From an optimization exercise on the open Yosys and OpenROAD flow, aimed at small area and a short achievable clock period; shortcuts taken in it are not production practice.
No run shown here included a check of the RTL's function; only the layout flow was run.
Power figures rest on the tool's default switching activity, not on a simulated workload.

<file path="design/flow/design.v">
package trace_pkg;
    localparam logic SRC_RF = 1'b0;
    localparam logic SRC_DM = 1'b1;
    localparam int TRACE_XLEN   = 32;
    localparam int TRACE_ADDR_W = 8;
    localparam int TRACE_CYC_W  = 16;
    typedef struct packed {
        logic                    src;
        logic [TRACE_CYC_W-1:0]  cycle;
        logic [TRACE_ADDR_W-1:0] addr;
        logic [TRACE_XLEN-1:0]   data;
    } trace_entry_t;
    function automatic int entry_width(input int xlen, input int addr_w, input int cyc_w);
        entry_width = 1 + cyc_w + addr_w + xlen;
    endfunction
endpackage
module trace_fifo
#(
    parameter int WIDTH = trace_pkg::entry_width(trace_pkg::TRACE_XLEN, trace_pkg::TRACE_ADDR_W, trace_pkg::TRACE_CYC_W),
    parameter int DEPTH = 16
) (
    input  logic             clk,
    input  logic [DEPTH-1:0] wr_en,
    input  logic [WIDTH-1:0] wr_even,
    input  logic [WIDTH-1:0] wr_odd,
    input  logic [DEPTH-1:0] rd_sel,
    output logic [WIDTH-1:0] rd_data
);
    logic [WIDTH-1:0] mem_q [DEPTH];
    always_ff @(posedge clk) begin
        for (int i = 0; i < DEPTH; i++)
            if (wr_en[i]) mem_q[i] <= (i % 2 == 0) ? wr_even : wr_odd;
    end
    always_comb begin
        rd_data = '0;
        for (int i = 0; i < DEPTH; i++)
            rd_data = rd_data | (mem_q[i] & {WIDTH{rd_sel[i]}});
    end
endmodule
module reg_trace_buffer
#(
    parameter int XLEN       = 32,
    parameter int ADDR_W     = 8,
    parameter int DEPTH      = 16,
    parameter int CYC_W      = 16,
    parameter int MAX_CYCLES = 40000,
    parameter int OVF_W      = 8,
    localparam int ENTRY_W   = trace_pkg::entry_width(XLEN, ADDR_W, CYC_W),
    localparam int CNT_W     = $clog2(DEPTH) + 1
) (
    input  logic               clk,
    input  logic               rst,
    input  logic               rf_we,
    input  logic [4:0]         rf_waddr,
    input  logic [XLEN-1:0]    rf_wdata,
    input  logic               dm_we,
    input  logic [XLEN-1:0]    dm_addr,
    input  logic [XLEN-1:0]    dm_wdata,
    output logic               rd_valid,
    input  logic               rd_ready,
    output logic [ENTRY_W-1:0] rd_data,
    output logic [CNT_W-1:0]   count,
    output logic               full,
    output logic               halted,
    output logic [CYC_W-1:0]   cycle,
    output logic [OVF_W-1:0]   ovf_cnt
);
    logic [CYC_W-1:0]   cycle_q;
    logic               halted_q;
    logic [OVF_W-1:0]   ovf_q;
    logic [CNT_W-1:0]   count_q;
    logic               valid_q;
    logic               full_q;
    logic [ENTRY_W-1:0] head_q;
    logic [CYC_W-1:0]   cyc_n_q;   
    logic               run_q;     
    logic [DEPTH:0]     lvl_q;     
    logic [DEPTH-1:0]   wp_q;      
    logic               wp_odd_q;  
    logic [DEPTH-1:0]   rn_q;      
    logic               hs_m_q, hs_s0_q, hs_s1_q, hs_in_q;
    logic [CYC_W-1:0]   s_cyc_q;
    logic [4:0]         s_rf_addr_q;
    logic [XLEN-1:0]    s_rf_data_q;
    logic [ADDR_W-1:0]  s_dm_addr_q;
    logic [XLEN-1:0]    s_dm_data_q;
    logic               s_rf_first_q;  
    logic               s_pa_q;        
    logic               s_pb_q;        
    logic [CYC_W-1:0]   cyc;
    logic               ev_rf, ev_dm, ev_any, ev_both, empty, pop;
    logic               s1, s2, pa, pb, drop1, drop2;
    logic               d_m1, d_p1, d_p2, d_0;
    logic [ENTRY_W-1:0] entry_rf, entry_dm, s_entry_rf, s_entry_dm, s_entry_0;
    logic [ENTRY_W-1:0] wr_even, wr_odd, mread, head_src;
    logic [DEPTH-1:0]   wr_en, rd_sel;
    logic               unused_dm_addr;
    assign unused_dm_addr = ^dm_addr[XLEN-1:ADDR_W];
    assign cyc = ~cyc_n_q;
    assign ev_rf = rf_we && run_q;
    assign ev_dm   = dm_we && run_q;
    assign ev_any  = ev_rf || ev_dm;
    assign ev_both = ev_rf && ev_dm;
    assign entry_rf = {trace_pkg::SRC_RF, cyc, ADDR_W'(rf_waddr), rf_wdata};
    assign entry_dm = {trace_pkg::SRC_DM, cyc, dm_addr[ADDR_W-1:0], dm_wdata};
    assign empty = lvl_q[0];
    assign pop   = !empty && rd_ready;
    assign s1 = !lvl_q[DEPTH] || rd_ready;
    assign s2 = !(lvl_q[DEPTH] || lvl_q[DEPTH-1]) || (lvl_q[DEPTH-1] && rd_ready);
    assign pa    = ev_any && s1;
    assign pb    = ev_both && s2;
    assign drop2 = ev_both && !s1;
    assign drop1 = (ev_any && !ev_both && !s1) || (ev_both && s1 && !s2);
    assign d_m1 = pop && !pa;
    assign d_p2 = !pop && pb;
    assign d_p1 = pa && (pop == pb);
    assign d_0  = !(d_m1 || d_p1 || d_p2);
    always_ff @(posedge clk) begin
        s_cyc_q      <= cyc;
        s_rf_addr_q  <= rf_waddr;
        s_rf_data_q  <= rf_wdata;
        s_dm_addr_q  <= dm_addr[ADDR_W-1:0];
        s_dm_data_q  <= dm_wdata;
        s_rf_first_q <= rf_we;
    end
    always_ff @(posedge clk) begin
        if (rst) begin
            s_pa_q <= 1'b0;
            s_pb_q <= 1'b0;
        end else begin
            s_pa_q <= pa;
            s_pb_q <= pb;
        end
    end
    assign s_entry_rf = {trace_pkg::SRC_RF, s_cyc_q, ADDR_W'(s_rf_addr_q), s_rf_data_q};
    assign s_entry_dm = {trace_pkg::SRC_DM, s_cyc_q, s_dm_addr_q, s_dm_data_q};
    assign s_entry_0  = s_rf_first_q ? s_entry_rf : s_entry_dm;
    always_comb begin
        for (int i = 0; i < DEPTH; i++)
            wr_en[i] = (s_pa_q && wp_q[i]) || (s_pb_q && wp_q[(i + DEPTH - 1) % DEPTH]);
    end
    assign wr_even = (wp_odd_q || !s_rf_first_q) ? s_entry_dm : s_entry_rf;
    assign wr_odd  = (!wp_odd_q || !s_rf_first_q) ? s_entry_dm : s_entry_rf;
    assign rd_sel  = rn_q & {DEPTH{hs_m_q}};
    trace_fifo #(
        .WIDTH (ENTRY_W),
        .DEPTH (DEPTH)
    ) u_fifo (
        .clk     (clk),
        .wr_en   (wr_en),
        .wr_even (wr_even),
        .wr_odd  (wr_odd),
        .rd_sel  (rd_sel),
        .rd_data (mread)
    );
    assign head_src = mread
                    | (s_entry_0  & {ENTRY_W{hs_s0_q}})
                    | (s_entry_dm & {ENTRY_W{hs_s1_q}})
                    | (entry_rf   & {ENTRY_W{hs_in_q && ev_rf}})
                    | (entry_dm   & {ENTRY_W{hs_in_q && !ev_rf && ev_dm}});
    always_ff @(posedge clk) begin
        if (rst)                  head_q <= '0;
        else if (empty || rd_ready) head_q <= head_src;
    end
    logic [DEPTH:0] lvl_d;
    logic           byp0_d, byp1_d, ge2_d;
    always_comb begin
        for (int k = 0; k <= DEPTH; k++)
            lvl_d[k] = (d_0 && lvl_q[k])
                     || (d_m1 && k < DEPTH && lvl_q[(k + 1) % (DEPTH + 1)])
                     || (d_p1 && k >= 1 && lvl_q[(k + DEPTH) % (DEPTH + 1)])
                     || (d_p2 && k >= 2 && lvl_q[(k + DEPTH - 1) % (DEPTH + 1)]);
    end
    assign byp0_d = pa && ((lvl_q[1] && !rd_ready) || (lvl_q[2] && rd_ready));
    assign byp1_d = pb && (empty || (lvl_q[1] && rd_ready));
    assign ge2_d  = !(lvl_d[0] || lvl_d[1]);
    always_ff @(posedge clk) begin
        if (rst) begin
            wp_q     <= DEPTH'(1);
            wp_odd_q <= 1'b0;
            rn_q     <= DEPTH'(2);
            lvl_q    <= (DEPTH + 1)'(1);
            hs_m_q   <= 1'b0;
            hs_s0_q  <= 1'b0;
            hs_s1_q  <= 1'b0;
            hs_in_q  <= 1'b1;
        end else begin
            if (s_pb_q)      wp_q <= {wp_q[DEPTH-3:0], wp_q[DEPTH-1:DEPTH-2]};
            else if (s_pa_q) wp_q <= {wp_q[DEPTH-2:0], wp_q[DEPTH-1]};
            if (s_pa_q && !s_pb_q) wp_odd_q <= !wp_odd_q;
            if (pop)         rn_q <= {rn_q[DEPTH-2:0], rn_q[DEPTH-1]};
            lvl_q   <= lvl_d;
            hs_m_q  <= ge2_d && !byp0_d && !byp1_d;
            hs_s0_q <= ge2_d && byp0_d;
            hs_s1_q <= ge2_d && byp1_d;
            hs_in_q <= !ge2_d;
        end
    end
    logic [CNT_W-1:0] count_d;
    always_comb begin
        count_d = count_q;
        if (d_m1) count_d = count_q - CNT_W'(1);
        if (d_p1) count_d = count_q + CNT_W'(1);
        if (d_p2) count_d = count_q + CNT_W'(2);
    end
    always_ff @(posedge clk) begin
        if (rst) begin
            count_q <= '0;
            valid_q <= 1'b0;
            full_q  <= 1'b0;
        end else begin
            count_q <= count_d;
            valid_q <= !lvl_d[0];
            full_q  <= lvl_d[DEPTH];
        end
    end
    logic [CYC_W-1:0] cycle_d;
    logic             halt_now;
    logic [OVF_W:0]   ovf_p1, ovf_p2;
    logic [OVF_W-1:0] ovf_s1, ovf_s2;
    assign cycle_d  = cyc + CYC_W'(1);
    assign halt_now = (MAX_CYCLES != 0 && cyc == CYC_W'(MAX_CYCLES - 1));
    assign ovf_p1 = {1'b0, ovf_q} + (OVF_W + 1)'(1);
    assign ovf_p2 = {1'b0, ovf_q} + (OVF_W + 1)'(2);
    assign ovf_s1 = ovf_p1[OVF_W] ? '1 : ovf_p1[OVF_W-1:0];
    assign ovf_s2 = ovf_p2[OVF_W] ? '1 : ovf_p2[OVF_W-1:0];
    always_ff @(posedge clk) begin
        if (rst) begin
            cycle_q  <= '0;
            cyc_n_q  <= '1;
            halted_q <= 1'b0;
            run_q    <= 1'b1;
            ovf_q    <= '0;
        end else begin
            if (run_q) begin
                cycle_q <= cycle_d;
                cyc_n_q <= ~cycle_d;
                if (halt_now) begin
                    halted_q <= 1'b1;
                    run_q    <= 1'b0;
                end
            end
            if (drop2)      ovf_q <= ovf_s2;
            else if (drop1) ovf_q <= ovf_s1;
        end
    end
    assign rd_valid = valid_q;
    assign rd_data  = head_q;
    assign count    = count_q;
    assign full     = full_q;
    assign halted   = halted_q;
    assign cycle    = cycle_q;
    assign ovf_cnt  = ovf_q;
endmodule
</file>
<file path="design/flow/run.sh">
#!/bin/bash
# synth_recipe.tcl (not shown) runs the flow's synth.tcl, then flattens the netlist and writes it again
# the make line also repeats each setting of config.mk as NAME=value (left out here)
make -C /OpenROAD-flow-scripts/flow DESIGN_CONFIG=/design/flow/config.mk WORK_HOME=/design/flow/orfs CLKGATE_MAP_FILE= SYNTH_SCRIPT=/design/flow/synth_recipe.tcl finish
</file>
<file path="design/flow/config.mk">
export PLATFORM = sky130hd
export DESIGN_NAME = reg_trace_buffer
export DESIGN_NICKNAME = reg_trace_buffer
export VERILOG_FILES = /design/flow/design.v
export SDC_FILE = /design/flow/constraint.sdc
export NUM_CORES = 4
export LEC_CHECK = 0
export CAP_MARGIN = 20
export CORE_MARGIN = 2
export CORE_UTILIZATION = 55
export SETUP_SLACK_MARGIN = 2.1
export SLEW_MARGIN = 20
</file>
<file path="design/flow/constraint.sdc">
create_clock -name core_clock -period 4.3 [get_ports {clk}]
set_input_delay 0.8600 -clock core_clock [delete_from_list [all_inputs] [get_ports {clk}]]
set_output_delay 0.8600 -clock core_clock [all_outputs]
set_load 0.01 [all_outputs]
</file>
==> key figures, run 1 <==
Power
  • Leak pwr: roughly 0.017 uW
  • Power Dens Cells: 481 mW/mm^2
  • VDD IR-drop max: 0.330 mV

GRT
  • Pin count of the biggest net entering global routing: between 70 and 80
  • GRT overflow: 0
  • Antenna violations before repair: 6
  • Number of global-route vias before repair: about 28000
  • Gr usage total: 33.5%
  • First-pass GRT wire length: 195 mm

Timing
  • RSZ-0062 raised after global routing: true
  • Max transition margin: a little over a third
  • Setup TNS Final: 0 ps
  • Worst clock skew: 25.0 ps
  • Final slew viol count: 0
  • Final setup viols: 0
  • Period utilization: 62.2%
  • Fmax: roughly 370 MHz
  • PnR worst setup slack: around 1600 ps
  • Crit path time final: ~2700 ps
  • Slew @ Worst Pin: approximately 950 ps
  • Count of final hold-check violations: 0

Clock tree
  • CTS clk-pin slew, worst paths: 60 ps
  • Root buf cell: clkbuf_16
  • H-tree depth: 3
  • Worst skew pair latency: 700 ps
  • TritonCTS Buffers: between 100 and 150
  • Max clock buf depth: 3
  • Clk sink count: approximately 1200
  • TritonCTS clock tree: built

Synthesis
  • Mux cell area share after synthesis: 2.54%
  • Simple-gate share of the synthesized area: 4.75%
  • Top cells by area, synth: edfxtp_1 (63%), dfxtp_1 (12%), a22o_1 (5.1%)
  • Ys flop type: edfxtp_1
  • Number of synthesized register bits: ~1200
  • Async SR Flop Fraction: 0%
  • Syn Std Cell Area: 0.0434 sq mm
  • Xor/xnor share of the synthesized area: 0.524%
  • Synth warn: 3
  • Register area share after synthesis: 74.8%
  • Number of synthesized flops with an enable pin: 912
  • Top-count cell post-synth: edfxtp_1
  • Synth Instances: 2762
  • Largest family of logic cells by synthesized area: compound AO/OA/AOI/OAI gates
  • Compound-Gate Fraction of Synth Area: 14.6%
  • Synthesized Nets: 2879
  • Synth cell count leaders: edfxtp_1 (912), dfxtp_1 (255), a22o_1 (252)
  • Yosys top cell area share: 63.1%
  • Synth unique cells: 67
  • Yosys top cell by area: edfxtp_1
  • Adder-Cell Fraction of Synth Area: less than 1%
  • Mapped Avg Cell Area: roughly 16 sq um

Place
  • GPL Wtd Cong: 0.809
  • DP Area: 0.0465 sq mm
  • Post-Place Cells: between 3000 and 4000
  • # port buffers: 170
  • Post-Place Setup Slack: 169 ps
  • DP HPWL: 66.9 mm

Finish
  • Diodes inserted: 0
  • Fin nets: between 3000 and 4000
  • Layout cells sized above 1: 16.5%
  • P&R area growth vs syn: 18.2%
  • Finished Layout Cells: 4101
  • Fill cells: about 5600
  • Cell area after layout: 0.0513 sq mm

Die
  • Chip height: between 200 and 300 microns
  • Die width: 285 microns
  • FP Rows: approximately 100
  • Core Area: a little under 0.08 sq mm
  • Die area: 0.0812 sq mm
  • Top Ports: between 150 and 200
  • Initial Utilization: 55.2%

Detailed routing
  • DR iter-0 viols: 4054
  • Wire per inst: 33.9 microns
  • Final wirelength: 139 mm
  • 1st-pass router iterations: 6
  • DR DRC count: 0
  • DR vias: 28322
  • DR vias/cell: between 6 and 7
  • Post-DRT Antenna Nets: 0

Critical path
  • CP required: just under 5000 ps
  • Critical Path Source Type: register
  • CP Class: register to register
  • Worst Path Max Fanout: 5
  • Crit path DAT: 3250 ps
  • CP endpoint kind: register

Min path
  • Worst Hold Class: register to register

Job
  • Max cap viols: 0

Run status
  • Status: finished clean
==> critical path: stages, from the launching register on <==
cell	delay, ps
dfxtp_4	420
nand2_4	70
inv_4	60
ha_4	140
nand2_4	50
inv_4	60
ha_4	190
nor2b_4	120
and2_4	180
fa_2	340
nand2b_4	160
a21oi_4	150
xnor2_2	80
a211oi_2	210
mux2_4	310
==> cells by family (layout without fill, tap and decap cells) <==
| family | count (synthesis) | in the layout |
|---|---|---|
| AOI/OAI and AO/OA | 785 | 797 |
| DFF | 1167 | 1167 |
| xor gates and xnor gates | 26 | 26 |
| buffers and inverters | 254 | 531 |
| adders and majority gates | 11 | 11 |
| and+or+nand+nor | 419 | 419 |
| muxes | 100 | 100 |
==> layout make-up <==
cell class | instances | area (sq um) | area share (%)
inverters | 33 | 141 | 0.275
well taps | 1050 | 1310 | 2.56
multi-input cells | 1353 | 10300 | 20.1
repair inverters | 1 | 5.00 | 0.00975
clock inverters | 57 | 622 | 1.21
repair buffers | 273 | 2890 | 5.63
clock buffers | 167 | 3420 | 6.66
flip-flops and latches | 1167 | 32600 | 63.5
==> cells in the final DEF (no fill, tap or decap), types with 11 or more instances in the layout <==
master / instances
clkbuf_8: 26
mux2_2: 75
nand2_1: 86
a22o_1: 236
clkinv_2: 19
nand4_1: 59
a221o_1: 33
clkdlybuf4s15_1: 19
edfxtp_1: 912
dlygate4sd2_1: 56
mux2i_1: 22
a211oi_1: 11
a222oi_1: 20
clkbuf_16: 120
inv_1: 27
a221oi_1: 237
dfxtp_4: 26
clkinv_1: 16
clkdlybuf4s50_1: 77
a21oi_1: 97
buf_4: 61
clkbuf_1: 22
o21ai_0: 33
dfxtp_2: 13
nor3_1: 62
bufinv_16: 11
dfxtp_1: 216
clkdlybuf4s15_2: 14
buf_12: 28
nor2_1: 119
nand3_1: 29
xnor2_1: 23
a22o_2: 12
a22o_4: 16
a22oi_1: 48
==> where the power goes <==
part | total (uW) | switching [uW] | internal, uW
Clock | 10500 | 4320 | 6190
Sequential | 12700 | 218 | 12400
Combinational | 1550 | 934 | 620
==> metal layers <==
layer  vias up  routed length (microns)  track usage [%]
met1     14552                    54200             46.8
met3       283                    14500             5.84
li1      11688                        -                -
met2      1793                    65800             53.7
met5         -                       43                0
met4         6                     4430             11.2
==> metrics by stage <==
step	total power, uW	util (%)	hold slack (ps)
6_report	24700	65.3	462
5_1_grt	25300	65.3	483
4_1_cts	24700	64.9	456
3_5_place_dp	14300	59.2	442
3_3_place_gp	14300	59.2	437
2_1_floorplan	13600	-	402
==> final timing paths <==
check             startpoint          to  slack [ps]  cells past startpoint
setup / recovery       run_q  count_q[4]        1630                     14
hold / removal    cyc_n_q[1]  s_cyc_q[1]         460                      1
setup reg to reg       run_q  count_q[4]        1630                     14
hold reg to reg   cyc_n_q[1]  s_cyc_q[1]         460                      1
==> state kept, by name, summed over array words and instances (netlist names), 5 cells and up <==
| signal | cells |
|---|---|
| cycle_q | 16 |
| head_q | 57 |
| wp_q | 16 |
| rn_q | 16 |
| s_rf_data_q | 32 |
| cyc_n_q | 16 |
| lvl_q | 17 |
| s_dm_data_q | 32 |
| s_dm_addr_q | 8 |
| s_cyc_q | 16 |
| u_fifo.mem_q | 912 |
| ovf_q | 8 |
| s_rf_addr_q | 5 |
| count_q | 5 |
==> repair_timing <==
action | 4_1_cts | 5_1_grt
hold buffers | 0 | 0
endpoints found under the setup margin | 907 | 120
pin swaps | 23 | 13
gates cloned | 11 | 3
setup buffers | 25 | 11
gates resized for setup | 188 | 41
==> run 2: changes to the inputs <==
--- a/design/flow/config.mk
+++ b/design/flow/config.mk
@@ -9,4 +9,5 @@
 export CORE_MARGIN = 2
 export CORE_UTILIZATION = 55
+export CTS_BUF_LIST = sky130_fd_sc_hd__clkbuf_4 sky130_fd_sc_hd__clkbuf_8
 export SETUP_SLACK_MARGIN = 2.1
 export SLEW_MARGIN = 20
==> run 2 against run 1 <==
Against the previous run: hold slack hardly changed; clock skew is 11 ps higher; still clean; critical path depth stayed put; die area stayed put; wire length is 1.5% higher; highest routed layer unchanged; register-to-register slack better by 40 ps; maximum frequency is 1.4% higher; synthesized cell count stayed put.
==> key figures, run 2 <==
Clock tree
  • TritonCTS clock tree: built (unchanged)
  • H-tree depth: 4 (was 3)
  • TritonCTS Buffers: 184 (was 117)
  • Worst skew pair latency: 830 ps (was 700 ps)
  • Root buf cell: clkbuf_8 (was clkbuf_16)
  • CTS clk-pin slew, worst paths: 60 ps (about the same)
  • Clk sink count: 1167 (unchanged)
  • Hold_buf cts: 0 (unchanged)
  • Max clock buf depth: 3 (unchanged)

Finish
  • Fin nets: 3136 (was 3063)
  • Biggest regs: u_fifo.mem_q: 912 flops, head_q: 57 flops (unchanged)
  • Most frequent cells in the layout: edfxtp_1 (912), a221oi_1 (237), a22o_1 (236) (unchanged)
  • Largest reg by FF count: u_fifo.mem_q (unchanged)
  • Commonest non-fill, non-tap cell in the layout: edfxtp_1 (unchanged)
  • P&R area growth vs syn: 17.4% (was 18.2%)
  • Largest register FFs: 912 (unchanged)
  • Cell area after layout: 0.0510 sq mm (was 0.0513 sq mm)
  • Fill cells: 5765 (was 5639)
  • Layout cells sized above 1: 24.0% (was 16.5%)

Min path
  • Worst Hold Depth: 2 (was 1)
  • HP Start: cycle_q[13] (was cyc_n_q[1])
  • Hold Path End: cycle_q[13] (was s_cyc_q[1])
  • Worst Hold Class: register to register (unchanged)

Timing
  • Setup TNS Final: 0 ps (unchanged)
  • Fmax: 379 MHz (was 374 MHz)
  • Max transition margin: 34.6% (was 36.5%)
  • RSZ-0062 raised after global routing: true (unchanged)
  • Count of final hold-check violations: 0 (unchanged)
  • Worst clock skew: 35.9 ps (was 25.0 ps)
  • Final setup viols: 0 (unchanged)
  • Final slew viol count: 0 (unchanged)
  • Period utilization: 61.3% (was 62.2%)
  • Crit path time final: 2640 ps (was 2670 ps)
  • Slew @ Worst Pin: 982 ps (was 952 ps)

Die
  • FP Rows: 103 (unchanged)
  • Initial Utilization: 55.2% (unchanged)
  • Die area: 0.0812 sq mm (unchanged)
  • Chip height: 285 microns (unchanged)
  • Die width: 285 microns (unchanged)
  • Core Area: 0.0786 sq mm (unchanged)
  • Top Ports: 195 (unchanged)

Critical path
  • CP required: 5010 ps (was 4870 ps)
  • CP endpoint kind: register (unchanged)
  • Worst R2R End: count_q[4] (unchanged)
  • Critical Path Source Type: register (unchanged)
  • CP Class: register to register (unchanged)
  • Crit path DAT: 3350 ps (was 3250 ps)
  • Worst r2r path cells: 14 (unchanged)
  • Worst Path Max Fanout: 5 (unchanged)
  • Worst r2r src: run_q (unchanged)
  • Worst reg-to-reg setup slack: 1660 ps (was 1630 ps)
  • Crit. Startpoint: run_q (unchanged)

GRT
  • First-pass GRT wire length: 198 mm (was 195 mm)
  • Antenna violations before repair: 7 (was 6)
  • Number of global-route vias before repair: 28186 (was 27538)
  • Gr usage total: 34.3% (was 33.5%)
  • Pin count of the biggest net entering global routing: 73 (unchanged)
  • GRT overflow: 0 (unchanged)

Synthesis
  • Synth Instances: 2762 (unchanged)
  • Synth cell count leaders: edfxtp_1 (912), dfxtp_1 (255), a22o_1 (252) (unchanged)
  • Register area share after synthesis: 74.8% (unchanged)
  • Async SR Flop Fraction: 0% (unchanged)
  • Top cells by area, synth: edfxtp_1 (63%), dfxtp_1 (12%), a22o_1 (5.1%) (unchanged)
  • Mapped Avg Cell Area: 15.7 sq um (unchanged)
  • Yosys top cell by area: edfxtp_1 (unchanged)
  • Synthesized Nets: 2879 (unchanged)
  • Number of synthesized flops with an enable pin: 912 (unchanged)
  • Syn Std Cell Area: 0.0434 sq mm (unchanged)
  • Ys flop type: edfxtp_1 (unchanged)
  • Top-count cell post-synth: edfxtp_1 (unchanged)
  • Number of synthesized register bits: 1167 (unchanged)
  • Synth unique cells: 67 (unchanged)
  • Yosys top cell area share: 63.1% (unchanged)
  • Synth warn: 3 (unchanged)

Detailed routing
  • Final wirelength: 141 mm (was 139 mm)
  • Wire per inst: 33.3 microns (was 33.9 microns)
  • DR vias/cell: 6.76 (was 6.91)
  • DR vias: 28572 (was 28322)
  • DR DRC count: 0 (unchanged)
  • 1st-pass router iterations: 8 (was 6)
  • Post-DRT Antenna Nets: 0 (unchanged)
  • DR iter-0 viols: 3798 (was 4054)

Run status
  • Status: finished clean (unchanged)

Place
  • DP HPWL: 66.9 mm (unchanged)
  • # port buffers: 170 (unchanged)
  • DP Area: 0.0465 sq mm (unchanged)
  • GPL Wtd Cong: 0.809 (unchanged)

Power
  • VDD IR-drop max: 0.273 mV (was 0.330 mV)
  • Leak pwr: 0.0175 uW (about the same)
  • Power Dens Cells: 467 mW/mm^2 (was 481 mW/mm^2)

Job
  • Max cap viols: 0 (unchanged)
## run 2: cell counts after synthesis
No cell type changed its count.
## run 2: layout make-up
type	count	area, sq um	share of cell area (%)
diodes	4	10.0	0.0196
well taps	1050	1310	2.58
clock inverters	35	205	0.402
clock buffers	307	3600	7.06
multi-input cells	1354	10400	20.3
inverters	33	138	0.270
repair buffers	279	2700	5.30
flip-flops and latches	1167	32700	64.1
## run 2: how the worst max path moves through the flow
stage,end,cells past startpoint,slack [ps]
after global routing,count_q[4],14,1610
after CTS,count_q[4],14,1600
final,count_q[4],14,1660
after floorplan,count_q[4],18,730
after global placement,count_q[4],16,250
after detailed placement,count_q[4],16,170
## run 2: power breakdown
| part | switching [uW] | internal, uW | total [uW] |
|---|---|---|---|
| sequential | 221 | 12400 | 12700 |
| clock | 4260 | 5320 | 9580 |
| combinational | 934 | 623 | 1560 |
## run 2: critical path, stage by stage (launching register included)
cell	delay, ps
dfxtp_4	420
nand2_4	70
inv_4	60
ha_4	140
nand2_4	50
inv_4	60
ha_4	190
nor2b_4	120
and2_4	180
fa_2	340
nand2b_4	160
a21oi_4	150
xnor2_2	80
a211oi_2	210
mux2_4	310
## run 2: logic make-up (layout without fill, tap and decap cells)
| family | after synthesis | after routing | share of synthesized area [%] |
|---|---|---|---|
| AO/OA/AOI/OAI | 785 | 798 | 14.6 |
| XOR/XNOR | 26 | 26 | 0.524 |
| adder cells (fa/ha/maj) | 11 | 11 | 0.334 |
| buffers and inverters | 254 | 654 | 2.49 |
| flip-flops | 1167 | 1167 | 74.8 |
| multiplexers | 100 | 100 | 2.54 |
| other | 0 | 4 | 0 |
| AND/OR/NAND/NOR | 419 | 419 | 4.75 |
## run 2: stage by stage
stage / total power, uW / setup WS (ps) / hold slack, ps / cells / util (%)
final: 23800 / 1660 / 462 / 4229 / 64.9
after global routing: 24500 / 1610 / 481 / 4226 / 64.9
after CTS: 23800 / 1600 / 443 / 4213 / 64.5
after detailed placement: 14300 / 169 / 442 / 3827 / 59.2
after global placement: 14300 / 253 / 437 / 3827 / 59.2
after floorplan: 13600 / 729 / 402 / 2762 / -
## run 2: timing repair
item | in CTS | in global routing
setup buffers | 32 | 11
setup endpoints to repair | 927 | 141
pin swaps | 24 | 12
cloned | 12 | 1
resized for setup | 484 | 32
## run 2: per-layer routing
metal / GRT usage [%] / up-vias / wire length (microns)
met1: 46.7 / 14642 / 55400
met5: 0 / - / 42
li1: - / 11856 / -
met3: 7.54 / 305 / 14300
met4: 12.3 / 6 / 4650
met2: 54.9 / 1763 / 66700
==> run 3: changes to the inputs <==
--- a/design/flow/design.v
+++ b/design/flow/design.v
@@ -79,5 +79,10 @@
     logic               wp_odd_q;  
     logic [DEPTH-1:0]   rn_q;      
-    logic               hs_m_q, hs_s0_q, hs_s1_q, hs_in_q;
+    logic               hs_m_q, hs_s0_q, hs_s1_q;
+    logic               hs_inrun_q;  
+    logic               acc1_q;     
+    logic               acc2_q;     
+    logic               acc2p_q;    
+    logic               fullrun_q;  
     logic [CYC_W-1:0]   s_cyc_q;
     logic [4:0]         s_rf_addr_q;
@@ -89,6 +94,6 @@
     logic               s_pb_q;        
     logic [CYC_W-1:0]   cyc;
-    logic               ev_rf, ev_dm, ev_any, ev_both, empty, pop;
-    logic               s1, s2, pa, pb, drop1, drop2;
+    logic               empty, pop;
+    logic               pa, pb, drop1, drop2;
     logic               d_m1, d_p1, d_p2, d_0;
     logic [ENTRY_W-1:0] entry_rf, entry_dm, s_entry_rf, s_entry_dm, s_entry_0;
@@ -96,20 +101,17 @@
     logic [DEPTH-1:0]   wr_en, rd_sel;
     logic               unused_dm_addr;
+    logic [CYC_W-1:0]   cycle_d;
+    logic               halt_now;
     assign unused_dm_addr = ^dm_addr[XLEN-1:ADDR_W];
     assign cyc = ~cyc_n_q;
-    assign ev_rf = rf_we && run_q;
-    assign ev_dm   = dm_we && run_q;
-    assign ev_any  = ev_rf || ev_dm;
-    assign ev_both = ev_rf && ev_dm;
     assign entry_rf = {trace_pkg::SRC_RF, cyc, ADDR_W'(rf_waddr), rf_wdata};
     assign entry_dm = {trace_pkg::SRC_DM, cyc, dm_addr[ADDR_W-1:0], dm_wdata};
     assign empty = lvl_q[0];
     assign pop   = !empty && rd_ready;
-    assign s1 = !lvl_q[DEPTH] || rd_ready;
-    assign s2 = !(lvl_q[DEPTH] || lvl_q[DEPTH-1]) || (lvl_q[DEPTH-1] && rd_ready);
-    assign pa    = ev_any && s1;
-    assign pb    = ev_both && s2;
-    assign drop2 = ev_both && !s1;
-    assign drop1 = (ev_any && !ev_both && !s1) || (ev_both && s1 && !s2);
+    assign pa    = (rf_we || dm_we) && (acc1_q || (run_q && rd_ready));
+    assign pb    = rf_we && dm_we && (acc2_q || (acc2p_q && rd_ready));
+    assign drop2 = rf_we && dm_we && fullrun_q && !rd_ready;
+    assign drop1 = (fullrun_q && !rd_ready && (rf_we != dm_we))
+                || (rf_we && dm_we && ((fullrun_q && rd_ready) || (acc2p_q && !rd_ready)));
     assign d_m1 = pop && !pa;
     assign d_p2 = !pop && pb;
@@ -157,6 +159,6 @@
                     | (s_entry_0  & {ENTRY_W{hs_s0_q}})
                     | (s_entry_dm & {ENTRY_W{hs_s1_q}})
-                    | (entry_rf   & {ENTRY_W{hs_in_q && ev_rf}})
-                    | (entry_dm   & {ENTRY_W{hs_in_q && !ev_rf && ev_dm}});
+                    | (entry_rf   & {ENTRY_W{hs_inrun_q && rf_we}})
+                    | (entry_dm   & {ENTRY_W{hs_inrun_q && !rf_we && dm_we}});
     always_ff @(posedge clk) begin
         if (rst)                  head_q <= '0;
@@ -184,5 +186,9 @@
             hs_s0_q  <= 1'b0;
             hs_s1_q  <= 1'b0;
-            hs_in_q  <= 1'b1;
+            hs_inrun_q <= 1'b1;
+            acc1_q    <= 1'b1;
+            acc2_q    <= 1'b1;
+            acc2p_q   <= 1'b0;
+            fullrun_q <= 1'b0;
         end else begin
             if (s_pb_q)      wp_q <= {wp_q[DEPTH-3:0], wp_q[DEPTH-1:DEPTH-2]};
@@ -194,14 +200,20 @@
             hs_s0_q <= ge2_d && byp0_d;
             hs_s1_q <= ge2_d && byp1_d;
-            hs_in_q <= !ge2_d;
+            hs_inrun_q <= !ge2_d && run_q && !halt_now;
+            acc1_q    <= !lvl_d[DEPTH] && run_q && !halt_now;
+            acc2_q    <= !lvl_d[DEPTH] && !lvl_d[DEPTH-1] && run_q && !halt_now;
+            acc2p_q   <= lvl_d[DEPTH-1] && run_q && !halt_now;
+            fullrun_q <= lvl_d[DEPTH] && run_q && !halt_now;
         end
     end
     logic [CNT_W-1:0] count_d;
-    always_comb begin
-        count_d = count_q;
-        if (d_m1) count_d = count_q - CNT_W'(1);
-        if (d_p1) count_d = count_q + CNT_W'(1);
-        if (d_p2) count_d = count_q + CNT_W'(2);
-    end
+    logic [CNT_W-1:0] cnt_m1, cnt_p1, cnt_p2;
+    assign cnt_m1  = count_q - CNT_W'(1);
+    assign cnt_p1  = count_q + CNT_W'(1);
+    assign cnt_p2  = count_q + CNT_W'(2);
+    assign count_d = (cnt_m1  & {CNT_W{d_m1}})
+                   | (count_q & {CNT_W{d_0}})
+                   | (cnt_p1  & {CNT_W{d_p1}})
+                   | (cnt_p2  & {CNT_W{d_p2}});
     always_ff @(posedge clk) begin
         if (rst) begin
@@ -215,6 +227,4 @@
         end
     end
-    logic [CYC_W-1:0] cycle_d;
-    logic             halt_now;
     logic [OVF_W:0]   ovf_p1, ovf_p2;
     logic [OVF_W-1:0] ovf_s1, ovf_s2;
@@ -233,11 +243,11 @@
             ovf_q    <= '0;
         end else begin
-            if (run_q) begin
+            if (cyc != CYC_W'(MAX_CYCLES)) begin
                 cycle_q <= cycle_d;
                 cyc_n_q <= ~cycle_d;
-                if (halt_now) begin
-                    halted_q <= 1'b1;
-                    run_q    <= 1'b0;
-                end
+            end
+            if (run_q && halt_now) begin
+                halted_q <= 1'b1;
+                run_q    <= 1'b0;
             end
             if (drop2)      ovf_q <= ovf_s2;
--- a/design/flow/config.mk
+++ b/design/flow/config.mk
@@ -9,5 +9,4 @@
 export CORE_MARGIN = 2
 export CORE_UTILIZATION = 55
-export CTS_BUF_LIST = sky130_fd_sc_hd__clkbuf_4 sky130_fd_sc_hd__clkbuf_8
-export SETUP_SLACK_MARGIN = 2.1
+export SETUP_SLACK_MARGIN = 2.2
 export SLEW_MARGIN = 20
==> run 3 against run 2 <==
Against the previous run: highest routed layer unchanged; sequential cell count up 4; count of clock-buffer cells in the layout fell by 148; largest power group unchanged; sequential power barely moved; die area grew 0.33%.
==> key figures, run 3 <==
Run status
  • Status: finished clean (unchanged)

Place
  • Post-Place Cells: 3859 (was 3827)
  • # port buffers: 170 (unchanged)
  • DP HPWL: 66.6 mm (was 66.9 mm)
  • DP Area: 0.0468 sq mm (was 0.0465 sq mm)
  • GPL Wtd Cong: 0.826 (was 0.809)

Finish
  • Layout cells sized above 1: 20.6% (was 24.0%)
  • Diodes inserted: 0 (was 4)
  • Fill cells: 5557 (was 5765)
  • Biggest regs: u_fifo.mem_q: 912 flops, head_q: 57 flops (unchanged)
  • Cell area after layout: 0.0514 sq mm (was 0.0510 sq mm)
  • P&R area growth vs syn: 17.9% (was 17.4%)
  • Largest reg by FF count: u_fifo.mem_q (unchanged)
  • Commonest non-fill, non-tap cell in the layout: edfxtp_1 (unchanged)
  • Fin nets: 3105 (was 3136)
  • Largest register FFs: 912 (unchanged)
  • Most frequent cells in the layout: edfxtp_1 (912), dfxtp_1 (198), a22o_1 (174) (was edfxtp_1 (912), a221oi_1 (237), a22o_1 (236))
  • Finished Layout Cells: 4141 (was 4229)

Critical path
  • CP Buf/Inv Count: 2 (unchanged)
  • Largest delay contributor family on the critical path: buffers and inverters (was adder cells)
  • Worst Path Max Fanout: 43 (was 5)
  • Crit path DAT: 2450 ps (was 3350 ps)
  • Slowest cell on crit path: a22o_4 (was dfxtp_4)
  • CP endpoint kind: register (unchanged)
  • CP required: 4660 ps (was 5010 ps)
  • Cell-by-cell trace of the critical path: buf_6 -> a22o_4 -> buf_4 (was nand2_4 -> inv_4 -> ha_4 -> nand2_4 -> inv_4 -> ha_4 -> nor2b_4 -> and2_4 -> fa_2 -> nand2b_4 -> a21oi_4 -> xnor2_2 -> a211oi_2 -> mux2_4)
  • CP Class: register to register (unchanged)
  • Critical Path Max Stage Delay: 570 ps (was 420 ps)
  • Critical Path Source Type: register (unchanged)

Synthesis
  • Async SR Flop Fraction: 0% (unchanged)
  • Top cells by area, synth: edfxtp_1 (63%), dfxtp_1 (12%), a22o_1 (3.8%) (was edfxtp_1 (63%), dfxtp_1 (12%), a22o_1 (5.1%))
  • Yosys top cell by area: edfxtp_1 (unchanged)
  • Synth Instances: 2770 (was 2762)
  • Number of synthesized register bits: 1171 (was 1167)
  • Mapped Avg Cell Area: 15.7 sq um (about the same)
  • Synth unique cells: 68 (was 67)
  • Synth warn: 3 (unchanged)
  • Synth cell count leaders: edfxtp_1 (912), dfxtp_1 (259), a22o_1 (191) (was edfxtp_1 (912), dfxtp_1 (255), a22o_1 (252))
  • Top-count cell post-synth: edfxtp_1 (unchanged)
  • Syn Std Cell Area: 0.0436 sq mm (was 0.0434 sq mm)
  • Synthesized Nets: 2888 (was 2879)
  • Register area share after synthesis: 74.7% (was 74.8%)
  • Yosys top cell area share: 62.8% (was 63.1%)
  • Number of synthesized flops with an enable pin: 912 (unchanged)
  • Ys flop type: edfxtp_1 (unchanged)

Timing
  • Final setup viols: 0 (unchanged)
  • Final slew viol count: 0 (unchanged)
  • Max transition margin: 29.5% (was 34.6%)
  • Count of final hold-check violations: 0 (unchanged)
  • Period utilization: 48.6% (was 61.3%)
  • Fmax: 478 MHz (was 379 MHz)
  • RSZ-0062 raised after global routing: true (unchanged)
  • Crit path time final: 2090 ps (was 2640 ps)
  • Slew @ Worst Pin: 1060 ps (was 982 ps)
  • Setup TNS Final: 0 ps (unchanged)
  • Worst clock skew: 15.5 ps (was 35.9 ps)

GRT
  • First-pass GRT wire length: 196 mm (was 198 mm)
  • Antenna violations before repair: 2 (was 7)
  • Pin count of the biggest net entering global routing: 140 (was 73)
  • GRT overflow: 0 (unchanged)
  • Gr usage total: 33.4% (was 34.3%)
  • Number of global-route vias before repair: 27694 (was 28186)

Job
  • Max cap viols: 0 (unchanged)

Detailed routing
  • Final wirelength: 140 mm (was 141 mm)
  • Routed length on met3: 14.6 mm (was 14.3 mm)
  • Met2 wire length: 66.1 mm (was 66.7 mm)
  • WL met1: 55.1 mm (was 55.4 mm)
  • DR iter-0 viols: 4125 (was 3798)
  • Post-DRT Antenna Nets: 0 (unchanged)
  • DR DRC count: 0 (unchanged)
  • 1st-pass router iterations: 9 (was 8)
  • Top layer in use: met5 (unchanged)
  • DR vias: 28368 (was 28572)
  • DR vias/cell: 6.85 (was 6.76)
  • Wire per inst: 33.7 microns (was 33.3 microns)

Clock tree
  • CTS clk-pin slew, worst paths: 60 ps (about the same)
  • TritonCTS clock tree: built (unchanged)
  • Root buf cell: clkbuf_16 (was clkbuf_8)
  • Clk sink count: 1171 (was 1167)
  • H-tree depth: 3 (was 4)
  • TritonCTS Buffers: 117 (was 184)
  • Worst skew pair latency: 680 ps (was 830 ps)
  • Max clock buf depth: 3 (unchanged)

Power
  • VDD IR-drop max: 0.358 mV (was 0.273 mV)
  • Leak pwr: 0.0175 uW (about the same)
  • Power Dens Cells: 483 mW/mm^2 (was 467 mW/mm^2)

Die
  • Initial Utilization: 55.3% (was 55.2%)
  • Die width: 285 microns (about the same)
  • Core Area: 0.0787 sq mm (was 0.0786 sq mm)
  • Die area: 0.0815 sq mm (was 0.0812 sq mm)
  • Top Ports: 195 (unchanged)
  • Chip height: 285 microns (about the same)
  • FP Rows: 103 (unchanged)

Min path
  • Worst Hold Class: input port to register (was register to register)
## run 3: cell count changes in the layout (fill, tap and decap cells not counted), moves of 37 or more
cell,before,now
a221oi_1,237,158
mux2_2,75,112
a22o_1,236,174
clkbuf_16,0,120
clkbuf_4,100,0
clkbuf_8,207,9
a22oi_1,48,136
## run 3: through the flow
step / power, uW / worst slack (ps) / hold WS (ps) / util, %
final: 24800 / 2210 / 370 / 65.3
after floorplan: 13600 / 1520 / 386 / -
after CTS: 24800 / 2150 / 344 / 64.7
after global placement: 14300 / 675 / 425 / 59.4
after global routing: 25500 / 2090 / 362 / 65.3
after detailed placement: 14300 / 610 / 428 / 59.4
## run 3: cell type report
type                    count  area [sq um]  area share (%)
clock inverters            64           896            1.74
inverters                  33           131           0.256
well taps                1050          1310            2.56
multi-input cells        1376         10500            20.4
repair buffers            288          2660            5.18
clock buffers             159          3180            6.18
flip-flops and latches   1171         32700            63.7
## run 3: worst register-to-register path, delay by kind of cell (launching register included)
family	cells	cell delay [ps]
buffers and inverters	2	860
flip-flops	1	320
AO/OA/AOI/OAI	1	590
## run 3: per-layer routing
| metal | global-route usage (%) | up-vias |
|---|---|---|
| met5 | 0 | - |
| met4 | 10.4 | 4 |
| met3 | 5.39 | 236 |
| met2 | 53.6 | 1809 |
| met1 | 47.4 | 14554 |
| li1 | - | 11765 |
## run 3: path summary, 6_finish.rpt
check	from	endpoint	slack (ps)	cells after the start
setup / recovery	s_pa_q	u_fifo.mem_q[4][4]	2210	3
hold / removal	rf_we	s_rf_first_q	370	1
hold reg to reg	cyc_n_q[15]	s_cyc_q[15]	440	1
setup reg to reg	s_pa_q	u_fifo.mem_q[4][4]	2210	3
## run 3: cells by family (layout without fill, tap and decap cells)
family                     count (synthesis)  in the layout  synth area share [%]
AOI/OAI and AO/OA                        812            822                  14.6
xor gates and xnor gates                  17             17                 0.342
adders and majority gates                 12             12                 0.345
buffers and inverters                    234            544                  2.21
DFF                                     1171           1171                  74.7
muxes                                    133            133                  3.38
and+or+nand+nor                          391            392                  4.40
## run 3: power by group
group / internal [uW] / switching [uW]
sequential: 12500 / 209
clock: 6390 / 4340
combinational: 547 / 881
## run 3: repair_timing
item,CTS,global route
pin swaps,17,12
setup endpoints to repair,1449,325
setup buffers,25,19
gates cloned,11,4
hold buffers,0,0
resized for setup,457,32
==> run 4: changes to the inputs <==
--- a/design/flow/design.v
+++ b/design/flow/design.v
@@ -18,21 +18,22 @@
 #(
     parameter int WIDTH = trace_pkg::entry_width(trace_pkg::TRACE_XLEN, trace_pkg::TRACE_ADDR_W, trace_pkg::TRACE_CYC_W),
-    parameter int DEPTH = 16
+    parameter int SLOTS = 15
 ) (
     input  logic             clk,
-    input  logic [DEPTH-1:0] wr_en,
+    input  logic [SLOTS-1:0] wr_en,
+    input  logic [WIDTH-1:0] wr_zero,
     input  logic [WIDTH-1:0] wr_even,
     input  logic [WIDTH-1:0] wr_odd,
-    input  logic [DEPTH-1:0] rd_sel,
+    input  logic [SLOTS-1:0] rd_sel,
     output logic [WIDTH-1:0] rd_data
 );
-    logic [WIDTH-1:0] mem_q [DEPTH];
-    always_ff @(posedge clk) begin
-        for (int i = 0; i < DEPTH; i++)
-            if (wr_en[i]) mem_q[i] <= (i % 2 == 0) ? wr_even : wr_odd;
+    logic [WIDTH-1:0] mem_q [SLOTS];
+    always_ff @(posedge clk) begin
+        for (int i = 0; i < SLOTS; i++)
+            if (wr_en[i]) mem_q[i] <= (i == 0) ? wr_zero : (i % 2 == 0) ? wr_even : wr_odd;
     end
     always_comb begin
         rd_data = '0;
-        for (int i = 0; i < DEPTH; i++)
+        for (int i = 0; i < SLOTS; i++)
             rd_data = rd_data | (mem_q[i] & {WIDTH{rd_sel[i]}});
     end
@@ -76,8 +77,9 @@
     logic               run_q;     
     logic [DEPTH:0]     lvl_q;     
-    logic [DEPTH-1:0]   wp_q;      
+    localparam int SLOTS = DEPTH - 1;
+    logic [SLOTS-1:0]   wp_q;      
     logic               wp_odd_q;  
-    logic [DEPTH-1:0]   rn_q;      
-    logic               hs_m_q, hs_s0_q, hs_s1_q;
+    logic [SLOTS-1:0]   rn_q;      
+    logic               hs_m_q, hs_s0_q;
     logic               hs_inrun_q;  
     logic               acc1_q;     
@@ -98,6 +100,7 @@
     logic               d_m1, d_p1, d_p2, d_0;
     logic [ENTRY_W-1:0] entry_rf, entry_dm, s_entry_rf, s_entry_dm, s_entry_0;
-    logic [ENTRY_W-1:0] wr_even, wr_odd, mread, head_src;
-    logic [DEPTH-1:0]   wr_en, rd_sel;
+    logic [ENTRY_W-1:0] wr_zero, wr_even, wr_odd, mread, head_src;
+    logic [SLOTS-1:0]   wr_en, rd_sel;
+    logic               hd_direct;
     logic               unused_dm_addr;
     logic [CYC_W-1:0]   cycle_d;
@@ -124,5 +127,5 @@
         s_dm_addr_q  <= dm_addr[ADDR_W-1:0];
         s_dm_data_q  <= dm_wdata;
-        s_rf_first_q <= rf_we;
+        s_rf_first_q <= rf_we && !hd_direct;
     end
     always_ff @(posedge clk) begin
@@ -131,6 +134,6 @@
             s_pb_q <= 1'b0;
         end else begin
-            s_pa_q <= pa;
-            s_pb_q <= pb;
+            s_pa_q <= hd_direct ? pb : pa;
+            s_pb_q <= !hd_direct && pb;
         end
     end
@@ -139,16 +142,18 @@
     assign s_entry_0  = s_rf_first_q ? s_entry_rf : s_entry_dm;
     always_comb begin
-        for (int i = 0; i < DEPTH; i++)
-            wr_en[i] = (s_pa_q && wp_q[i]) || (s_pb_q && wp_q[(i + DEPTH - 1) % DEPTH]);
-    end
+        for (int i = 0; i < SLOTS; i++)
+            wr_en[i] = (s_pa_q && wp_q[i]) || (s_pb_q && wp_q[(i + SLOTS - 1) % SLOTS]);
+    end
+    assign wr_zero = (wp_q[SLOTS-1] || !s_rf_first_q) ? s_entry_dm : s_entry_rf;
     assign wr_even = (wp_odd_q || !s_rf_first_q) ? s_entry_dm : s_entry_rf;
     assign wr_odd  = (!wp_odd_q || !s_rf_first_q) ? s_entry_dm : s_entry_rf;
-    assign rd_sel  = rn_q & {DEPTH{hs_m_q}};
+    assign rd_sel  = rn_q & {SLOTS{hs_m_q}};
     trace_fifo #(
         .WIDTH (ENTRY_W),
-        .DEPTH (DEPTH)
+        .SLOTS (SLOTS)
     ) u_fifo (
         .clk     (clk),
         .wr_en   (wr_en),
+        .wr_zero (wr_zero),
         .wr_even (wr_even),
         .wr_odd  (wr_odd),
@@ -156,7 +161,7 @@
         .rd_data (mread)
     );
+    assign hd_direct = empty || (lvl_q[1] && rd_ready);
     assign head_src = mread
                     | (s_entry_0  & {ENTRY_W{hs_s0_q}})
-                    | (s_entry_dm & {ENTRY_W{hs_s1_q}})
                     | (entry_rf   & {ENTRY_W{hs_inrun_q && rf_we}})
                     | (entry_dm   & {ENTRY_W{hs_inrun_q && !rf_we && dm_we}});
@@ -166,5 +171,6 @@
     end
     logic [DEPTH:0] lvl_d;
-    logic           byp0_d, byp1_d, ge2_d;
+    logic           byp0_d, ge2_d;
+    logic [SLOTS-1:0] wp_d;
     always_comb begin
         for (int k = 0; k <= DEPTH; k++)
@@ -174,16 +180,20 @@
                      || (d_p2 && k >= 2 && lvl_q[(k + DEPTH - 1) % (DEPTH + 1)]);
     end
-    assign byp0_d = pa && ((lvl_q[1] && !rd_ready) || (lvl_q[2] && rd_ready));
-    assign byp1_d = pb && (empty || (lvl_q[1] && rd_ready));
+    assign byp0_d = (pa && ((lvl_q[1] && !rd_ready) || (lvl_q[2] && rd_ready)))
+                 || (pb && hd_direct);
+    always_comb begin
+        wp_d = wp_q;
+        if (s_pb_q)      wp_d = {wp_q[SLOTS-3:0], wp_q[SLOTS-1:SLOTS-2]};
+        else if (s_pa_q) wp_d = {wp_q[SLOTS-2:0], wp_q[SLOTS-1]};
+    end
     assign ge2_d  = !(lvl_d[0] || lvl_d[1]);
     always_ff @(posedge clk) begin
         if (rst) begin
-            wp_q     <= DEPTH'(1);
+            wp_q     <= SLOTS'(1);
             wp_odd_q <= 1'b0;
-            rn_q     <= DEPTH'(2);
+            rn_q     <= SLOTS'(1);
             lvl_q    <= (DEPTH + 1)'(1);
             hs_m_q   <= 1'b0;
             hs_s0_q  <= 1'b0;
-            hs_s1_q  <= 1'b0;
             hs_inrun_q <= 1'b1;
             acc1_q    <= 1'b1;
@@ -192,12 +202,11 @@
             fullrun_q <= 1'b0;
         end else begin
-            if (s_pb_q)      wp_q <= {wp_q[DEPTH-3:0], wp_q[DEPTH-1:DEPTH-2]};
-            else if (s_pa_q) wp_q <= {wp_q[DEPTH-2:0], wp_q[DEPTH-1]};
-            if (s_pa_q && !s_pb_q) wp_odd_q <= !wp_odd_q;
-            if (pop)         rn_q <= {rn_q[DEPTH-2:0], rn_q[DEPTH-1]};
+            wp_q <= wp_d;
+            wp_odd_q <= 1'b0;
+            for (int i = 1; i < SLOTS; i += 2) if (wp_d[i]) wp_odd_q <= 1'b1;
+            if (pop && !lvl_q[1]) rn_q <= {rn_q[SLOTS-2:0], rn_q[SLOTS-1]};
             lvl_q   <= lvl_d;
-            hs_m_q  <= ge2_d && !byp0_d && !byp1_d;
+            hs_m_q  <= ge2_d && !byp0_d;
             hs_s0_q <= ge2_d && byp0_d;
-            hs_s1_q <= ge2_d && byp1_d;
             hs_inrun_q <= !ge2_d && run_q && !halt_now;
             acc1_q    <= !lvl_d[DEPTH] && run_q && !halt_now;
==> run 4 against run 3 <==
Against the previous run: core utilization is 0.11 points higher; synthesized cell count shrank 1.4%; largest cell class unchanged; still clean on timing, DRC and antenna; final cell count shrank 3.0%; count of clock-buffer cells in the layout down 22; maximum frequency fell by 0.72%; register-to-register slack got worse by 20 ps; hold slack better by 87 ps; critical path type unchanged; sequential cell count is 60 lower; highest routed layer unchanged.
==> key figures, run 4 <==
Timing
  • Fmax: 475 MHz (was 478 MHz)
  • RSZ-0062 raised after global routing: true (unchanged)
  • Final setup viols: 0 (unchanged)
  • Worst clock skew: 20.4 ps (was 15.5 ps)
  • Setup TNS Final: 0 ps (unchanged)
  • Crit path time final: 2110 ps (was 2090 ps)
  • Period utilization: 49.0% (was 48.6%)
  • Slew @ Worst Pin: 1150 ps (was 1060 ps)
  • Final slew viol count: 0 (unchanged)
  • Max transition margin: 23.3% (was 29.5%)
  • Count of final hold-check violations: 0 (unchanged)

Critical path
  • Critical Path Source Type: register (unchanged)
  • Cell-by-cell trace of the critical path: buf_12 -> a22o_4 -> buf_4 (was buf_6 -> a22o_4 -> buf_4)
  • CP Buf/Inv Count: 2 (unchanged)
  • Slowest cell on crit path: dfxtp_4 (was a22o_4)
  • Largest delay contributor family on the critical path: flip-flops (was buffers and inverters)
  • CP required: 4670 ps (was 4660 ps)
  • CP Class: register to register (unchanged)
  • Worst Path Max Fanout: 20 (was 43)
  • Critical Path Max Stage Delay: 620 ps (was 570 ps)
  • Crit path DAT: 2470 ps (was 2450 ps)
  • CP endpoint kind: register (unchanged)

Synthesis
  • Top cells by area, synth: edfxtp_1 (62%), dfxtp_1 (12%), a22oi_1 (5.0%) (was edfxtp_1 (63%), dfxtp_1 (12%), a22o_1 (3.8%))
  • Yosys top cell area share: 61.7% (was 62.8%)
  • Top-count cell post-synth: edfxtp_1 (unchanged)
  • Number of synthesized flops with an enable pin: 855 (was 912)
  • Synth Instances: 2731 (was 2770)
  • Synth warn: 3 (unchanged)
  • Async SR Flop Fraction: 0% (unchanged)
  • Synth cell count leaders: edfxtp_1 (855), a22oi_1 (277), dfxtp_1 (256) (was edfxtp_1 (912), dfxtp_1 (259), a22o_1 (191))
  • Mapped Avg Cell Area: 15.2 sq um (was 15.7 sq um)
  • Synth unique cells: 65 (was 68)
  • Register area share after synthesis: 74.0% (was 74.7%)
  • Number of synthesized register bits: 1111 (was 1171)
  • Ys flop type: edfxtp_1 (unchanged)
  • Syn Std Cell Area: 0.0416 sq mm (was 0.0436 sq mm)
  • Yosys top cell by area: edfxtp_1 (unchanged)
  • Synthesized Nets: 2849 (was 2888)

Detailed routing
  • DR iter-0 viols: 4164 (was 4125)
  • DR vias/cell: 6.88 (was 6.85)
  • DR DRC count: 0 (unchanged)
  • Post-DRT Antenna Nets: 0 (unchanged)
  • 1st-pass router iterations: 9 (unchanged)
  • Final wirelength: 138 mm (was 140 mm)
  • Wire per inst: 34.2 microns (was 33.7 microns)
  • DR vias: 27653 (was 28368)

Place
  • DP HPWL: 68.0 mm (was 66.6 mm)
  • GPL Wtd Cong: 0.812 (was 0.826)
  • # port buffers: 170 (unchanged)

Die
  • FP Rows: 100 (was 103)
  • Initial Utilization: 55.7% (was 55.3%)
  • Die area: 0.0779 sq mm (was 0.0815 sq mm)
  • Die width: 279 microns (was 285 microns)
  • Top Ports: 195 (unchanged)
  • Core Area: 0.0747 sq mm (was 0.0787 sq mm)
  • Chip height: 279 microns (was 285 microns)

GRT
  • GRT overflow: 0 (unchanged)
  • Antenna violations before repair: 2 (unchanged)
  • Gr usage total: 34.9% (was 33.4%)
  • First-pass GRT wire length: 193 mm (was 196 mm)
  • Number of global-route vias before repair: 27076 (was 27694)
  • Pin count of the biggest net entering global routing: 71 (was 140)

Finish
  • Post-Route Utilization: 65.4% (was 65.3%)
  • Most frequent cells in the layout: edfxtp_1 (855), a22oi_1 (276), dfxtp_1 (188) (was edfxtp_1 (912), dfxtp_1 (198), a22o_1 (174))
  • Sequential cell area: 0.0310 sq mm (was 0.0327 sq mm)
  • Layout cells sized above 1: 21.6% (was 20.6%)
  • Commonest non-fill, non-tap cell in the layout: edfxtp_1 (unchanged)
  • Largest reg by FF count: u_fifo.mem_q (unchanged)
  • Footprint of the multi-input gates: 0.0105 sq mm (about the same)
  • Largest register FFs: 855 (was 912)
  • Fill cells: 5317 (was 5557)
  • Fin nets: 3068 (was 3105)
  • P&R area growth vs syn: 17.3% (was 17.9%)
  • Biggest regs: u_fifo.mem_q: 855 flops, head_q: 57 flops (was u_fifo.mem_q: 912 flops, head_q: 57 flops)

Job
  • Max cap viols: 0 (unchanged)

Clock tree
  • TritonCTS clock tree: built (unchanged)
  • Hold_buf cts: 0 (unchanged)
  • Root buf cell: clkbuf_16 (unchanged)
  • TritonCTS Buffers: 110 (was 117)
  • Worst skew pair latency: 680 ps (about the same)
  • Max clock buf depth: 3 (unchanged)
  • H-tree depth: 3 (unchanged)
  • CTS clk-pin slew, worst paths: 60 ps (about the same)
  • Clk sink count: 1111 (was 1171)

Power
  • Power Dens Cells: 473 mW/mm^2 (was 483 mW/mm^2)
  • VDD IR-drop max: 0.351 mV (was 0.358 mV)
  • Leak pwr: 0.0163 uW (was 0.0175 uW)

Min path
  • Worst Hold Class: register to register (was input port to register)

Run status
  • Status: finished clean (unchanged)
==> run 4: changes by cell type after synthesis, moves of 51 or more <==
| cell | previous run | this run |
|---|---|---|
| a221o_1 | 61 | 0 |
| edfxtp_1 | 912 | 855 |
| a221oi_1 | 161 | 108 |
| a21oi_1 | 132 | 76 |
| nand3_1 | 57 | 108 |
| a22o_1 | 191 | 87 |
| a22oi_1 | 137 | 277 |
==> run 4: layout make-up <==
| class | count | area share, % |
|---|---|---|
| Multi-Input combinational cell | 1412 | 21.4 |
| Sequential cell | 1111 | 63.4 |
| Timing Repair Buffer | 285 | 5.05 |
| Clock buffer | 137 | 6.02 |
| Inverter | 30 | 0.231 |
| Tap cell | 969 | 2.48 |
| Clock inverter | 70 | 1.37 |
| Antenna cell | 3 | 0.0154 |
==> run 4: layer usage <==
layer  wire, microns  vias to the layer above  GRT usage, %
met5              13                        -             0
met4            5660                        2          13.6
met3           15700                      293          7.44
met2           63500                     1826          55.0
met1           52700                    14046          47.8
li1                -                    11486             -
==> run 4: kinds of logic after synthesis <==
| family | share of synthesized area, % |
|---|---|
| xor gates and xnor gates | 0.316 |
| muxes | 4.52 |
| adders and majority gates | 0.361 |
| DFF | 74.0 |
| buffers and inverters | 2.06 |
| AOI/OAI and AO/OA | 13.7 |
| and+or+nand+nor | 5.13 |
==> run 4: tightest hold or removal path: stages, from the launching register on <==
cell	delay [ps]
dfxtp_1	310
nand2_1	50
a21oi_1	50
==> run 4: timing repair <==
item | 4_1_cts | 5_1_grt
setup endpoints to repair | 1569 | 151
resized for setup | 458 | 13
hold endpoints to repair | 0 | 0
pin swaps | 22 | 4
buffers inserted | 40 | 2
cloned | 16 | 0
==> run 4: where the power goes <==
part / leakage (uW) / internal [uW] / switching (uW)
Sequential: 0.00978 / 11800 / 215
Clock: 0.00178 / 5610 / 4050
Combinational: 0.00479 / 554 / 861
Total: 0.0163 / 18000 / 5130
==> run 4: path summary, 6_finish.rpt <==
check	startpoint	endpoint	slack (ps)	cells after the start
worst max-delay path	s_pb_q	u_fifo.mem_q[14][26]	2190	3
worst min-delay path	cycle_q[10]	cycle_q[10]	460	2
worst max register to register	s_pb_q	u_fifo.mem_q[14][26]	2190	3
worst min register to register	cycle_q[10]	cycle_q[10]	460	2
==> run 4: per-stage QoR <==
step           total power, uW  setup slack (ps)  hold slack, ps  cell area (sq um)  cells
3_3_place_gp             13600               697             446              44800   3749
3_5_place_dp             13600               569             451              44800   3749
6_report                 23100              2190             458              48800   4017
2_1_floorplan            12900              1870             385              41900   2731
4_1_cts                  23100              2200             460              48800   4012
5_1_grt                  23600              2160             487              48800   4014
==> run 5: changes to the inputs <==
--- a/design/flow/config.mk
+++ b/design/flow/config.mk
@@ -9,4 +9,6 @@
 export CORE_MARGIN = 2
 export CORE_UTILIZATION = 55
+export CTS_CLUSTER_DIAMETER = 60
+export CTS_CLUSTER_SIZE = 24
 export SETUP_SLACK_MARGIN = 2.2
 export SLEW_MARGIN = 20
==> run 5 against run 4 <==
Against the previous run: still clean on timing, DRC and antenna; setup slack got worse by 1.5 ps; register-to-register slack hardly changed; power down 9.9%; maximum frequency about the same; sequential share of layout area increased by 0.95 points; critical path depth decreased by 2; combinational power is essentially flat; wire length decreased by 0.99%; clock power decreased by 24%; synthesized cell count unchanged; largest power group unchanged.
==> key figures, run 5 <==
Power
  • Power Dens Cells: 432 mW/mm^2 (was 473 mW/mm^2)
  • Leak pwr: 0.0158 uW (was 0.0163 uW)
  • VDD IR-drop max: 0.329 mV (was 0.351 mV)

Critical path
  • Crit path DAT: 2350 ps (was 2470 ps)
  • CP Buf/Inv Count: 0 (was 2)
  • Worst r2r src: s_pa_q (was s_pb_q)
  • Critical Path Max Stage Delay: 980 ps (was 620 ps)
  • Largest delay contributor family on the critical path: compound AO/OA/AOI/OAI gates (was flip-flops)
  • Worst Path Max Fanout: 31 (was 20)
  • CP Class: register to register (unchanged)
  • Cell-by-cell trace of the critical path: a22o_2 (was buf_12 -> a22o_4 -> buf_4)
  • End of the critical path: u_fifo.mem_q[6][44] (was u_fifo.mem_q[14][26])
  • Cell depth of the worst setup path: 1 (was 3)
  • Slowest cell on crit path: a22o_2 (was dfxtp_4)
  • Worst R2R End: u_fifo.mem_q[6][44] (was u_fifo.mem_q[14][26])
  • Critical Path Source Type: register (unchanged)
  • Worst r2r path cells: 1 (was 3)
  • Crit. Startpoint: s_pa_q (was s_pb_q)
  • CP required: 4550 ps (was 4670 ps)
  • Worst reg-to-reg setup slack: 2190 ps (about the same)
  • CP endpoint kind: register (unchanged)

Finish
  • Fin nets: 3046 (was 3068)
  • Post-Route Utilization: 64.4% (was 65.4%)
  • P&R area growth vs syn: 15.6% (was 17.3%)
  • Footprint of the multi-input gates: 0.0105 sq mm (about the same)
  • Cell area after layout: 0.0481 sq mm (was 0.0488 sq mm)
  • Biggest regs: u_fifo.mem_q: 855 flops, head_q: 57 flops (unchanged)
  • Most frequent cells in the layout: edfxtp_1 (855), a22oi_1 (276), dfxtp_1 (180) (was edfxtp_1 (855), a22oi_1 (276), dfxtp_1 (188))
  • Commonest non-fill, non-tap cell in the layout: edfxtp_1 (unchanged)
  • Fill cells: 5379 (was 5317)
  • Layout cells sized above 1: 21.1% (was 21.6%)
  • Largest register FFs: 855 (unchanged)
  • Finished Layout Cells: 3951 (was 4017)
  • Sequential cell area: 0.0310 sq mm (about the same)
  • Largest reg by FF count: u_fifo.mem_q (unchanged)

Die
  • Die area: 0.0779 sq mm (unchanged)
  • Top Ports: 195 (unchanged)
  • Die width: 279 microns (unchanged)
  • Initial Utilization: 55.7% (unchanged)
  • FP Rows: 100 (unchanged)
  • Core Area: 0.0747 sq mm (unchanged)
  • Chip height: 279 microns (unchanged)

Synthesis
  • Synth unique cells: 65 (unchanged)
  • Number of synthesized flops with an enable pin: 855 (unchanged)
  • Synthesized Nets: 2849 (unchanged)
  • Number of synthesized register bits: 1111 (unchanged)
  • Top cells by area, synth: edfxtp_1 (62%), dfxtp_1 (12%), a22oi_1 (5.0%) (unchanged)
  • Syn Std Cell Area: 0.0416 sq mm (unchanged)
  • Synth Instances: 2731 (unchanged)
  • Yosys top cell by area: edfxtp_1 (unchanged)
  • Synth warn: 3 (unchanged)
  • Mapped Avg Cell Area: 15.2 sq um (unchanged)
  • Async SR Flop Fraction: 0% (unchanged)
  • Top-count cell post-synth: edfxtp_1 (unchanged)
  • Register area share after synthesis: 74.0% (unchanged)
  • Ys flop type: edfxtp_1 (unchanged)
  • Yosys top cell area share: 61.7% (unchanged)
  • Synth cell count leaders: edfxtp_1 (855), a22oi_1 (277), dfxtp_1 (256) (unchanged)

Job
  • Max cap viols: 0 (unchanged)

GRT
  • Number of global-route vias before repair: 26654 (was 27076)
  • Pin count of the biggest net entering global routing: 71 (unchanged)
  • GRT overflow: 0 (unchanged)
  • First-pass GRT wire length: 193 mm (about the same)
  • Gr usage total: 34.7% (was 34.9%)
  • Antenna violations before repair: 4 (was 2)

Detailed routing
  • 1st-pass router iterations: 6 (was 9)
  • DR vias: 27542 (was 27653)
  • Wire per inst: 34.5 microns (was 34.2 microns)
  • DR vias/cell: 6.97 (was 6.88)
  • DR iter-0 viols: 4499 (was 4164)
  • Final wirelength: 136 mm (was 138 mm)
  • Post-DRT Antenna Nets: 0 (unchanged)
  • DR DRC count: 0 (unchanged)

Clock tree
  • Max clock buf depth: 3 (unchanged)
  • TritonCTS clock tree: built (unchanged)
  • Clk sink count: 1111 (unchanged)
  • Root buf cell: clkbuf_16 (unchanged)
  • H-tree depth: 3 (unchanged)
  • Worst skew pair latency: 640 ps (was 680 ps)
  • CTS clk-pin slew, worst paths: 90 ps (was 60 ps)
  • TritonCTS Buffers: 72 (was 110)

Timing
  • RSZ-0062 raised after global routing: true (unchanged)
  • Final slew viol count: 0 (unchanged)
  • Final setup viols: 0 (unchanged)
  • Fmax: 474 MHz (was 475 MHz)
  • Worst clock skew: 45.4 ps (was 20.4 ps)
  • Max transition margin: 24.6% (was 23.3%)
  • Crit path time final: 2110 ps (about the same)
  • Period utilization: 49.0% (about the same)
  • PnR worst setup slack: 2190 ps (about the same)
  • Setup TNS Final: 0 ps (unchanged)
  • Slew @ Worst Pin: 1130 ps (was 1150 ps)
  • Count of final hold-check violations: 0 (unchanged)

Place
  • GPL Wtd Cong: 0.812 (unchanged)
  • Post-Place Cells: 3749 (unchanged)
  • Post-Place Setup Slack: 569 ps (unchanged)
  • DP Area: 0.0448 sq mm (unchanged)
  • DP HPWL: 68.0 mm (unchanged)
  • # port buffers: 170 (unchanged)

Min path
  • Worst Hold Class: register to register (unchanged)

Run status
  • Status: finished clean (unchanged)
## run 5: timing repair
action	CTS	global route
pin swaps	23	5
gates cloned	16	0
buffers inserted	48	10
hold buffers	0	0
setup endpoints to repair	1567	70
gates resized for setup	349	56
## run 5: layout make-up
type | instances | area share, %
Inverter | 30 | 0.234
Tap cell | 969 | 2.52
Clock buffer | 89 | 4.20
Antenna cell | 1 | 0.00520
Clock inverter | 38 | 0.840
Sequential cell | 1111 | 64.4
Multi-Input combinational cell | 1412 | 21.8
Timing Repair Buffer | 301 | 6.08
## run 5: per-layer routing
layer	track usage, %	vias to the layer above	part of all wire [%]
met4	12.1	2	3.6
met3	5.15	272	11
met1	48.9	14064	39
li1	-	11386	-
met5	0	-	0.013
met2	55.6	1818	47
## run 5: logic make-up after synthesis
logic type	Yosys count	share of synthesized area (%)
buf+inv	224	2.06
simple gates	448	5.13
flops	1111	74.0
xor+xnor	15	0.316
fa+ha+maj	12	0.361
compound gates	752	13.7
mux	169	4.52
## run 5: power breakdown
group | leakage [uW] | internal (uW) | switching [uW]
clock | 0.00118 | 3600 | 3780
sequential | 0.00978 | 11800 | 218
combinational | 0.00481 | 584 | 852
## run 5: worst min-delay path by stage
stage	start	endpoint	slack, ps	cells after the start
6_report	cyc_n_q[12]	s_cyc_q[12]	450	1
5_1_grt	cyc_n_q[12]	s_cyc_q[12]	480	1
4_1_cts	cyc_n_q[12]	s_cyc_q[12]	460	1
3_5_place_dp	cyc_n_q[12]	s_cyc_q[12]	450	1
3_3_place_gp	cyc_n_q[12]	s_cyc_q[12]	450	1
2_1_floorplan	cyc_n_q[12]	s_cyc_q[12]	390	1
## run 5: per-stage QoR
step / hold WS [ps] / total power [uW]
final: 446 / 20800
after global routing: 477 / 21300
after CTS: 458 / 20800
after detailed placement: 451 / 13600
after global placement: 446 / 13600
after floorplan: 385 / 12900

-- port drivers added, routing unchanged --
No port has a modelled driver above. Below, the same layouts with a new extraction and two added sets of constraints.
Step 1, drivers: a clkbuf_16 drives clk and a buf_2 each remaining input, both assumed.
Step 2 moves the port delays by t, midway between the first and last clock arrival at a register: inputs arrive t later, outputs are due t later. That takes back most of the time a late clock gives input paths.
Slacks: ideal / step 1 / step 2; pairs: ideal / step 1.
| run | t, ns | setup WS [ns] | hold slack, ns | worst setup path after step 2 |
|---|---|---|---|---|
| run 1 | 0.758 | 1.627 / 1.627 / 0.942 | 0.462 / 0.462 / 0.462 | input to register |
| run 2 | 0.886 | 1.663 / 1.663 / 0.854 | 0.462 / 0.454 / 0.462 | input to register |
| run 3 | 0.748 | 2.209 / 2.158 / 1.513 | 0.370 / 0.340 / 0.441 | input to register |
| run 4 | 0.746 | 2.194 / 2.159 / 1.522 | 0.458 / 0.458 / 0.458 | input to register |
| run 5 | 0.688 | 2.192 / 2.154 / 1.614 | 0.446 / 0.446 / 0.446 | input to register |
After both steps setup and hold are still met in every run listed. For run 2, which loses most, drivers alone change the setup slack by 0.000 ns; drivers and shift together by -0.809 ns.
